What follows belongs to an exercise in optimizing a design on an open flow for small area; a production flow would make more cautious choices.
Function was checked by simulation only, so behaviour that the tests miss may differ from the original.
Power is estimated from default activity; no workload was simulated.

==> flow/design.v (excerpt) <==
module ruhman_led_multi #(
    parameter int unsigned N          = 16,
    parameter int unsigned CLK_PER_MS = 100,
    parameter int unsigned HP_W       = 16
) (
    input  logic         clk,
    input  logic         reset_n,
    input  logic         cs,
    input  logic         read,
    input  logic         write,
    input  logic [4:0]   addr,
    input  logic [31:0]  wr_data,
    output logic [31:0]  rd_data,
    output logic [N-1:0] dout
);
    localparam int unsigned   PW        = (CLK_PER_MS > 1) ? $clog2(CLK_PER_MS) : 1;
    localparam logic [PW-1:0] PrescLast = PW'(CLK_PER_MS - 1);
    localparam logic [15:0]   RingInv   = 16'haaaa;
    logic [PW-1:0] presc_q;
    logic [3:0]    phase_q;    
    logic [3:0]    phase_n;
    logic          hold_q;     
    logic          win_q;      
    logic          ms_tick;
    logic          ph0, ph15;
    logic          bus_wr;
    logic          sync_sel;
    logic [15:0]   ch_hp   [N];
    logic [1:0]    ch_mode [N];
    logic [3:0]    ch_bc   [N];
    logic [N-1:0]  done_vec;
    logic          unused_bits;
    logic [15:0]   wd_hp;
    logic [15:0]   wd_hp_rot;
    logic          wd_hs;
    logic [1:0]    wd_mode;
    logic [3:0]    wd_bc;
    assign bus_wr      = cs && write;
    assign sync_sel    = bus_wr && (addr == 5'd16);
    assign ms_tick     = (presc_q == PrescLast);
    assign ph0         = (phase_q == 4'd0);
    assign ph15        = (phase_q == 4'd15);
    assign phase_n     = phase_q + 4'd1;
    assign unused_bits = read ^ (^wr_data);
    assign wd_hp       = reset_n ? wr_data[15:0] : 16'd0;
    assign wd_hs       = (wd_hp[15:1] == 15'd0);
    assign wd_mode     = reset_n ? wr_data[17:16] : 2'b00;
    assign wd_bc       = reset_n ? wr_data[23:20] : 4'd0;
    assign wd_hp_rot   = 16'({wd_hp, wd_hp} >> phase_n);
    always_ff @(posedge clk) begin
        if (!reset_n || ms_tick) presc_q <= '0;
        else                     presc_q <= presc_q + PW'(1);
    end
    always_ff @(posedge clk) begin
        if (!reset_n) begin
            phase_q <= '0;
            hold_q  <= 1'b0;
            win_q   <= 1'b0;
        end else begin
            win_q   <= ((ms_tick || hold_q) && ph15) || (win_q && !ph15);
            phase_q <= phase_n;
            hold_q  <= (ms_tick || hold_q) && !ph15;
        end
    end
  ...
Size: roughly 3,100 cells after synthesis, ~770 flip-flops.
clock: 10.0 ns
lec_check: 0
cap_margin: 20
core_margin: 2
core_utilization: 40
cts_cluster_diameter: 70
cts_cluster_size: 34
slew_margin: 20
run.sh (not shown) runs the stock make flow with config.mk's settings and CLKGATE_MAP_FILE= SYNTH_SCRIPT=/design/flow/synth_recipe.tcl, a recipe that flattens the netlist after the stock synthesis.
Edit:
CTS_CLUSTER_DIAMETER = 100   (was 70)
CTS_CLUSTER_SIZE = 28   (was 34)
Routed wire length hardly moves.
Sequential share of layout area increases by 0.94 points.
Total power goes down by 6.9%.
Setup slack gets better by 66 ps.
Final cell count drops by 0.39%.
Sequential cell count stays the same.
Combinational power stays flat.
Design area fell by 1.8%.
Worst hold slack improved by 14 ps.
Core utilization falls by 0.82 points.
Edit:
ABC_AREA = 1   (was not set)
CORE_UTILIZATION = 60   (was 40)
CTS_BUF_LIST = sky130_fd_sc_hd__clkbuf_4   (was not set)
CTS_CLUSTER_DIAMETER = not set   (was 100)
CTS_CLUSTER_SIZE = not set   (was 28)
Effect: Setup slack is better by 640 ps; final cell count rises by 14%; sequential share of layout area falls by 2.1 points; wire length falls by 7.6%; area after synthesis rises by 1.7%; first-iteration DRC count rises by 17%; global-route usage rises by 10 points; non-clock buffer count falls by 21; core utilization rises by 24 points.

* * *

v43:
ruhman_led_multi again, from the RTL that the note above started with.
export LEC_CHECK = 0
export CAP_MARGIN = 20
export CORE_MARGIN = 2
export CORE_UTILIZATION = 60
export CTS_BUF_LIST = sky130_fd_sc_hd__clkbuf_8
export SLEW_MARGIN = 20
create_clock -name core_clock -period 10.0 [get_ports {clk}]
## Diff of input files: v24 against v43
- an added CTS_CLUSTER_DIAMETER of 100
- an added ABC_AREA of 1
- a change of CORE_UTILIZATION from 60 to 40
- a deleted CTS_BUF_LIST that had been sky130_fd_sc_hd__clkbuf_8
- an added CTS_CLUSTER_SIZE of 28
## What came out
v24 completed every stage of the flow, and the final layout passed the timing, DRC and antenna checks.
In summary, v43 completed successfully, with a layout that passed the timing, DRC and antenna checks.
Compound-cell area share of the yosys netlist delta for v24 relative to v43: 3.1 points lower
Diff v43 -> v24 | post-route cell area | down slightly
Cmp v24 and v43 / fraction of power consumed by combinational cells / higher: v24
For v46, these inputs were changed with respect to v24:
- a deleted CTS_CLUSTER_SIZE that had been 28
- a deleted ABC_AREA that had been 1
- a deleted CTS_CLUSTER_DIAMETER that had been 100
==> flow/flow/run.sh (new file) <==
#!/bin/bash
# Own layout flow: the standard ORFS flow (standard.sh), with
#  - clock tree synthesis that clusters more sinks per leaf buffer and inserts no dummy loads
#  - port buffers of the smallest buffer cell.
# Each make target's full output goes to its own log file here.
set -euo pipefail
export CTS_ARGS="-sink_clustering_enable -repair_clock_nets -dont_use_dummy_load -sink_clustering_size 24 -sink_clustering_max_diameter 100"
export BUFFER_PORTS_ARGS="-buffer_cell sky130_fd_sc_hd__buf_1"
for t in synth floorplan place cts route finish; do
  bash standard.sh "$t" > "flow_$t.log" 2>&1
done
==> flow/standard.sh (new file) <==
#!/bin/bash
# synth_recipe.tcl (not shown) runs the flow's synth.tcl, then flattens the netlist and writes it again
# the make line also repeats each setting of config.mk as NAME=value (left out here)
make -C /OpenROAD-flow-scripts/flow DESIGN_CONFIG=/design/flow/config.mk WORK_HOME=/design/flow/orfs CLKGATE_MAP_FILE= SYNTH_SCRIPT=/design/flow/synth_recipe.tcl "${@:-finish}"
removed: flow/run.sh
Diff v24 -> v46: clock power shows a reduction of about 4%, number of library cell types mapped by synthesis rose about 54%, post-CTS setup repair buffer count held steady, setup slack rose 11 ps.
Compared to v24, v46 has area after synthesis about 1.7% lower.
Compared with v24, v46 shows a sequential cell area fraction in the yosys report that is 0.93 points higher.
Between v24 and v46, the share of the clock period used by the worst path figures differ only marginally.
For v15, these inputs were changed with respect to v46:
==> flow/run.sh (new file) <==
#!/bin/bash
# synth_recipe.tcl (not shown) runs the flow's synth.tcl, then flattens the netlist and writes it again
# the make line also repeats each setting of config.mk as NAME=value (left out here)
make -C /OpenROAD-flow-scripts/flow DESIGN_CONFIG=/design/flow/config.mk WORK_HOME=/design/flow/orfs CLKGATE_MAP_FILE= SYNTH_SCRIPT=/design/flow/synth_recipe.tcl finish
removed: flow/flow/run.sh
removed: flow/standard.sh
## What came out
- Delta(first-pass iteration count of the detailed router, v15 - v46) > 0
- Relative to v46, clock period minus worst slack has increased by 640 ps in v15.
- v46 has higher part of the total power dissipated in combinational logic than v15.
- v15 -> v46: synthesized cell count flat
- Compared with v46, v15 is the more power-hungry design.
- Against v46, v15 comes in about 0.8% higher on wire length reported by the detailed router.
- From v46 to v15 the numbers moved as follows: final instance area now sits higher; fill cell total of the finished layout now sits lower.
- Summary — number of cells on the critical path, v15 relative to v46: lower, by 1.
Here is what was changed in the inputs of v56 compared with v15.
- setting CTS_CLUSTER_SIZE to 22 for the first time
- setting CTS_CLUSTER_DIAMETER to 100 for the first time
Notes after the runs:
- The final layout from v56, which completed every stage, passed the timing, DRC and antenna checks at the end of the flow.
- As of v56, number of nets at the end of the flow had fallen slightly compared to v15.
- Diff v15 -> v56 | utilization | decrease of 2.1 points
- Endpoint of the most critical setup path = rd_data[0]: v15; endpoint of the most critical setup path = rd_data[15]: v56
- The stage delay of the slowest cell on the critical path of v56 exceeds that of v15 by 80 ps.

* * *

Another version of the RTL of ruhman_led_multi (not shown whole).
Size in the first run: about 3,000 cells after synthesis, roughly 770 flip-flops, about 90 I/O pins, ~30,000 sq um of cells after synthesis.
export LEC_CHECK = 0
export CAP_MARGIN = 20
export CORE_MARGIN = 2
export CORE_UTILIZATION = 70
export GPL_TIMING_DRIVEN = 0
export PLACE_DENSITY = 0.8
export SLEW_MARGIN = 20
create_clock -name core_clock -period 10.0 [get_ports {clk}]
standard.sh (not shown) runs the stock make flow with config.mk's settings and CLKGATE_MAP_FILE= SYNTH_SCRIPT=/design/flow/synth_recipe.tcl, a recipe that flattens the netlist after the stock synthesis.
==> flow/flow/run.sh <==
#!/bin/bash
# Own layout flow: the standard ORFS flow (standard.sh), with
#  - clock tree synthesis that clusters more sinks per leaf buffer and inserts no dummy loads
#  - port buffers of the smallest buffer cell.
# Each make target's full output goes to its own log file here.
set -euo pipefail
export CTS_ARGS="-sink_clustering_enable -repair_clock_nets -dont_use_dummy_load -sink_clustering_size 9 -sink_clustering_max_diameter 45 -buf_list sky130_fd_sc_hd__clkbuf_4"
export BUFFER_PORTS_ARGS="-buffer_cell sky130_fd_sc_hd__buf_1"
for t in synth floorplan place cts route finish; do
  bash standard.sh "$t" > "flow_$t.log" 2>&1
done
The baseline finished with timing, DRC and antenna clean.
Change:
==> flow/flow/run.sh (replaced) <==
#!/bin/bash
# Own layout flow: the standard ORFS flow (standard.sh), with
#  - Yosys/ABC buffers removed at floorplan and no buffering inside global placement
#    (repair_design after placement buffers what needs it)
#  - clock tree synthesis that clusters more sinks per leaf buffer and inserts no dummy loads
#  - port buffers of the smallest buffer cell.
# Each make target's full output goes to its own log file here.
set -euo pipefail
export REMOVE_ABC_BUFFERS=1
export CTS_ARGS="-sink_clustering_enable -repair_clock_nets -dont_use_dummy_load -sink_clustering_size 24 -sink_clustering_max_diameter 100 -buf_list sky130_fd_sc_hd__clkbuf_16"
export BUFFER_PORTS_ARGS="-buffer_cell sky130_fd_sc_hd__buf_1"
for t in synth floorplan place cts route finish; do
  bash standard.sh "$t" > "flow_$t.log" 2>&1
done
CORE_UTILIZATION = 40   (was 70)
PLACE_DENSITY = default   (was 0.8)
Effect: Global-route usage shrinks by 26 points. Final area grows slightly. Synthesized cell count stays the same. Core utilization shrinks by 32 points. Die area grows by well over a third. Non-clock buffer count shrinks by 147. Worst hold slack is worse by 0.019 ns. Clock-buffer cell count shrinks by 60. Synthesized area does not change. Sequential power barely changes. Sequential cell count stays the same.
Change:
==> flow/flow/run.sh (replaced) <==
#!/bin/bash
# Own layout flow: the standard ORFS flow (standard.sh), with
#  - clock tree synthesis that clusters more sinks per leaf buffer and inserts no dummy loads
#  - port buffers of the smallest buffer cell.
# Each make target's full output goes to its own log file here.
set -euo pipefail
export CTS_ARGS="-sink_clustering_enable -repair_clock_nets -dont_use_dummy_load -sink_clustering_size 8 -sink_clustering_max_diameter 40 -buf_list sky130_fd_sc_hd__clkbuf_4"
export BUFFER_PORTS_ARGS="-buffer_cell sky130_fd_sc_hd__buf_1"
for t in synth floorplan place cts route finish; do
  bash standard.sh "$t" > "flow_$t.log" 2>&1
done
CORE_UTILIZATION = 70   (was 40)
GPL_TIMING_DRIVEN = default   (was 0)
PLACE_DENSITY = 0.8   (was default)
What happened: Clock-buffer cell count climbs by 73. Hold slack hardly moves. Cell count drops by a little under a tenth. Cell area drops by a few percent. Fmax climbs by a few percent. Sequential cell count does not change. Worst setup slack improved by 0.48 ns. Sequential power barely changes. Clock skew climbs by 0.0086 ns. Critical path depth climbs by 1. Global-route usage climbs by 18 points.

* * *

## job 2168
ruhman_led_multi again, from the RTL that the note above started with.
## ruhman_led_multi
module ruhman_led_multi #(
    parameter int unsigned N          = 16,
    parameter int unsigned CLK_PER_MS = 100,
    parameter int unsigned HP_W       = 16
) (
    input  logic         clk,
    input  logic         reset_n,
    input  logic         cs,
    input  logic         read,
    input  logic         write,
    input  logic [4:0]   addr,
    input  logic [31:0]  wr_data,
    output logic [31:0]  rd_data,
    output logic [N-1:0] dout
);
==> flow/config.mk <==
export PLATFORM = sky130hd
export DESIGN_NAME = ruhman_led_multi
export DESIGN_NICKNAME = ruhman_led_multi
export VERILOG_FILES = /design/flow/design.v
export SDC_FILE = /design/flow/constraint.sdc
export NUM_CORES = 4
export LEC_CHECK = 0
export CAP_MARGIN = 20
export CORE_MARGIN = 2
export CORE_UTILIZATION = 70
export PLACE_DENSITY = 0.8
export SLEW_MARGIN = 20
==> flow/constraint.sdc <==
create_clock -name core_clock -period 10.0 [get_ports {clk}]
set_input_delay 2.0000 -clock core_clock [delete_from_list [all_inputs] [get_ports {clk}]]
set_output_delay 2.0000 -clock core_clock [all_outputs]
set_load 0.01 [all_outputs]
==> flow/flow/run.sh <==
#!/bin/bash
# Own layout flow: the standard ORFS flow (standard.sh), with
#  - synthesis as standard.sh runs it (same Yosys passes, same registers), except that ABC maps
#    the combinational logic with flow/abc_area.script: the delay-relaxed (-R 1000) &nf mapper
#    with pin permutation and no buffering or upsizing (slack is large; placement and repair
#    size what needs it)
#  - clock tree synthesis that clusters more sinks per leaf buffer and inserts no dummy loads
#  - port buffers of the smallest buffer cell.
# Each step's full output goes to its own log file here.
set -euo pipefail
here=$(pwd)
export MY_ABC_SCRIPT="$here/flow/abc_area.script"
export CTS_ARGS="-sink_clustering_enable -repair_clock_nets -dont_use_dummy_load -sink_clustering_size 9 -sink_clustering_max_diameter 45 -buf_list sky130_fd_sc_hd__clkbuf_4"
export BUFFER_PORTS_ARGS="-buffer_cell sky130_fd_sc_hd__buf_1"
# standard.sh with only its synthesis script swapped for flow/area_synth.tcl
sed "s|SYNTH_SCRIPT=[^ ]*|SYNTH_SCRIPT=$here/flow/area_synth.tcl|" standard.sh > area_synth.sh
bash area_synth.sh synth > flow_synth.log 2>&1
for t in floorplan place cts route finish; do
  bash standard.sh "$t" > "flow_$t.log" 2>&1
done
==> flow/flow/abc_area.script <==
&get -n
&st
&dch
&nf -R 1000 -p
&st
&syn2
&if -g -K 6
&synch2
&nf -R 1000 -p
&st
&syn2
&if -g -K 6
&synch2
&nf -R 1000 -p
&st
&syn2
&if -g -K 6
&synch2
&nf -R 1000 -p
&st
&syn2
&if -g -K 6
&synch2
&nf -R 1000 -p
&st
&syn2
&if -g -K 6
&synch2
&nf -R 1000 -p
&put
buffer -c
topo
stime -c
upsize -c
dnsize -c
==> flow/flow/area_synth.tcl <==
proc synth {args} { yosys synth -nofsm -noshare {*}$args }
proc abc {args} {
  set i [lsearch -exact $args -script]
  if {$i >= 0 && [info exists ::env(MY_ABC_SCRIPT)]} { lset args [expr {$i + 1}] $::env(MY_ABC_SCRIPT) }
  yosys abc {*}$args
}
source $::env(SCRIPTS_DIR)/synth.tcl
# left out here: clear keep_hierarchy, flatten, clean up, hide names made inside functions, write 1_2_yosys.v
The final layout from job 2168, which completed every stage, passed the timing, DRC and antenna checks at the end of the flow.
diff inputs: job 2168 => job 6829
==> flow/flow/abc_area.script <==
&get -n
&st
&syn2
&dch -f
&nf -R 1000 -p
&put
topo
stime -c
dnsize -c
[summary]
Job 6829 against job 2168: number of placement rows went down by 2.7%, number of global-route vias before repair moved down, layout overhead on the synthesized area rose 2.7 points, switching share of power went down 0.17 points. Design area delta for job 6829 relative to job 2168: about 3% lower. Comparing job 6829 and job 2168, total of plain and repair buffers excluding clock buffers is higher on job 6829. Compared to job 2168, job 6829 has internal power summed over all cells 0.051 mW higher. The final worst slack of job 6829 was superior to that of job 2168. Any difference in endpoint required time on the critical path between job 2168 and job 6829 is small enough to ignore. Against job 2168, job 6829 comes in about 1% higher on total power.
For job 8930, these inputs were changed with respect to job 6829:
- swapping 20 for 5 in CAP_MARGIN
- putting GPL_ROUTABILITY_DRIVEN at 0 where nothing was set
- swapping 20 for 5 in SLEW_MARGIN
==> flow/flow/run.sh <==
#!/bin/bash
# Own layout flow: the standard ORFS flow (standard.sh), with
#  - clock tree synthesis that clusters more sinks per leaf buffer and inserts no dummy loads
#  - port buffers of the smallest buffer cell.
# Each make target's full output goes to its own log file here.
set -euo pipefail
export CTS_ARGS="-sink_clustering_enable -repair_clock_nets -dont_use_dummy_load -sink_clustering_size 9 -sink_clustering_max_diameter 45 -buf_list sky130_fd_sc_hd__clkbuf_4"
export BUFFER_PORTS_ARGS="-buffer_cell sky130_fd_sc_hd__buf_1"
for t in synth floorplan place cts route finish; do
  bash standard.sh "$t" > "flow_$t.log" 2>&1
done
removed: flow/flow/abc_area.script
removed: flow/flow/area_synth.tcl
--- outcome ---
Sort job 6829 and job 8930 by XOR/XNOR share of the synthesized area, descending, and job 8930 comes first. After synthesis and placement, the instance count of job 8930 is above that of job 6829. When the final numbers for job 6829 and job 8930 were put side by side, the hold slack turned out to be greater in job 6829. Per the comparison of job 8930 with job 6829, effective utilization at floorplan moved up, amount of wire on met3 after detailed routing moved up, routed wire length moved up, async set-reset flop share out of synthesis level, share of the clock period used by the worst path after layout moved up. Looking only at multi-input logic portion of the cell area, and setting everything else aside, the higher value of job 6829 and job 8930 goes to job 8930.
Relative to job 8930, the following input files were edited for job 2524:
- CAP_MARGIN now 20, was 5
- SLEW_MARGIN now 20, was 5
- GPL_ROUTABILITY_DRIVEN no longer set, was 0
- PLACE_DENSITY no longer set, was 0.8
- CORE_UTILIZATION now 40, was 70
==> flow/flow/run.sh <==
#!/bin/bash
# Own layout flow: the standard ORFS flow (standard.sh), with
#  - clock tree synthesis that clusters more sinks per leaf buffer and inserts no dummy loads
#  - port buffers of the smallest buffer cell.
# Each make target's full output goes to its own log file here.
set -euo pipefail
export CTS_ARGS="-sink_clustering_enable -repair_clock_nets -dont_use_dummy_load -sink_clustering_size 16 -sink_clustering_max_diameter 60 -buf_list sky130_fd_sc_hd__clkbuf_8"
export BUFFER_PORTS_ARGS="-buffer_cell sky130_fd_sc_hd__buf_1"
for t in synth floorplan place cts route finish; do
  bash standard.sh "$t" > "flow_$t.log" 2>&1
done
[summary]
- Going from job 8930 to job 2524, count of standard-cell rows up 25; area taken by multi-input logic gates flat; mean area per synthesized cell flat.
- Switching power total in job 2524 is 0.011 mW higher than in job 8930
- Against job 8930 as the reference, job 2524 delivers a lower via count normalized by instance count.
- On logic depth of the worst setup path including buffers: job 2524 sits above job 8930.
- Of job 2524 and job 8930, it is job 2524 that has the lower pin slew with the least headroom to its limit.

## static timing again, ports no longer ideal
Ports are ideal in the flow. The routed layouts listed here were re-timed in OpenROAD.
Step 1 assumes that a clkbuf_16 drives the clock port and a buf_2 every other input.
Step 2 times the ports against the registers' clock, not the clock port: input delays grow and output delays shrink by t, the midpoint of the rising clock arrivals with the driver on.
Three values: ideal, step 1, step 2; two values: the first two.
| run | t, ns | setup slack, ns | worst setup path after step 2 | worst register clock-pin slew, ns |
|---|---|---|---|---|
| the first run of note 1 | 0.681 | 0.997 / 0.974 / 0.974 | input to output | 0.12 / 0.12 |
| the second run of note 1 | 0.663 | 1.063 / 1.040 / 1.040 | input to output | 0.11 / 0.11 |
| the third run of note 1 | 1.132 | 1.705 / 1.677 / 1.677 | input to output | 0.08 / 0.08 |
| v43 | 0.786 | 0.922 / 0.899 / 0.899 | input to output | 0.07 / 0.07 |
| v24 | 0.653 | 1.644 / 1.624 / 1.624 | input to output | 0.12 / 0.12 |
| v46 | 0.644 | 1.655 / 1.631 / 1.631 | input to output | 0.11 / 0.11 |
| v15 | 0.694 | 1.014 / 0.990 / 0.990 | input to output | 0.07 / 0.07 |
| v56 | 0.661 | 1.032 / 1.007 / 1.007 | input to output | 0.11 / 0.11 |
| the first run of note 3 | 0.962 | 1.769 / 1.735 / 1.735 | input to output | 0.12 / 0.12 |
| the second run of note 3 | 0.649 | 1.391 / 1.369 / 1.369 | input to output | 0.11 / 0.11 |
| the third run of note 3 | 0.934 | 1.869 / 1.839 / 1.839 | input to output | 0.10 / 0.10 |
| job 2168 | 0.924 | 1.528 / 1.465 / 1.465 | input to output | 0.11 / 0.11 |
| job 6829 | 0.900 | 2.005 / 1.900 / 1.900 | input to output | 0.11 / 0.11 |
| job 8930 | 0.911 | 1.557 / 1.525 / 1.525 | input to output | 0.11 / 0.11 |
| job 2524 | 0.748 | 1.824 / 1.800 / 1.800 | input to output | 0.11 / 0.11 |
After both steps every run listed still meets setup and hold. The setup slack of job 6829, which loses most, moves by -0.105 ns with the drivers and by -0.105 ns with both steps.
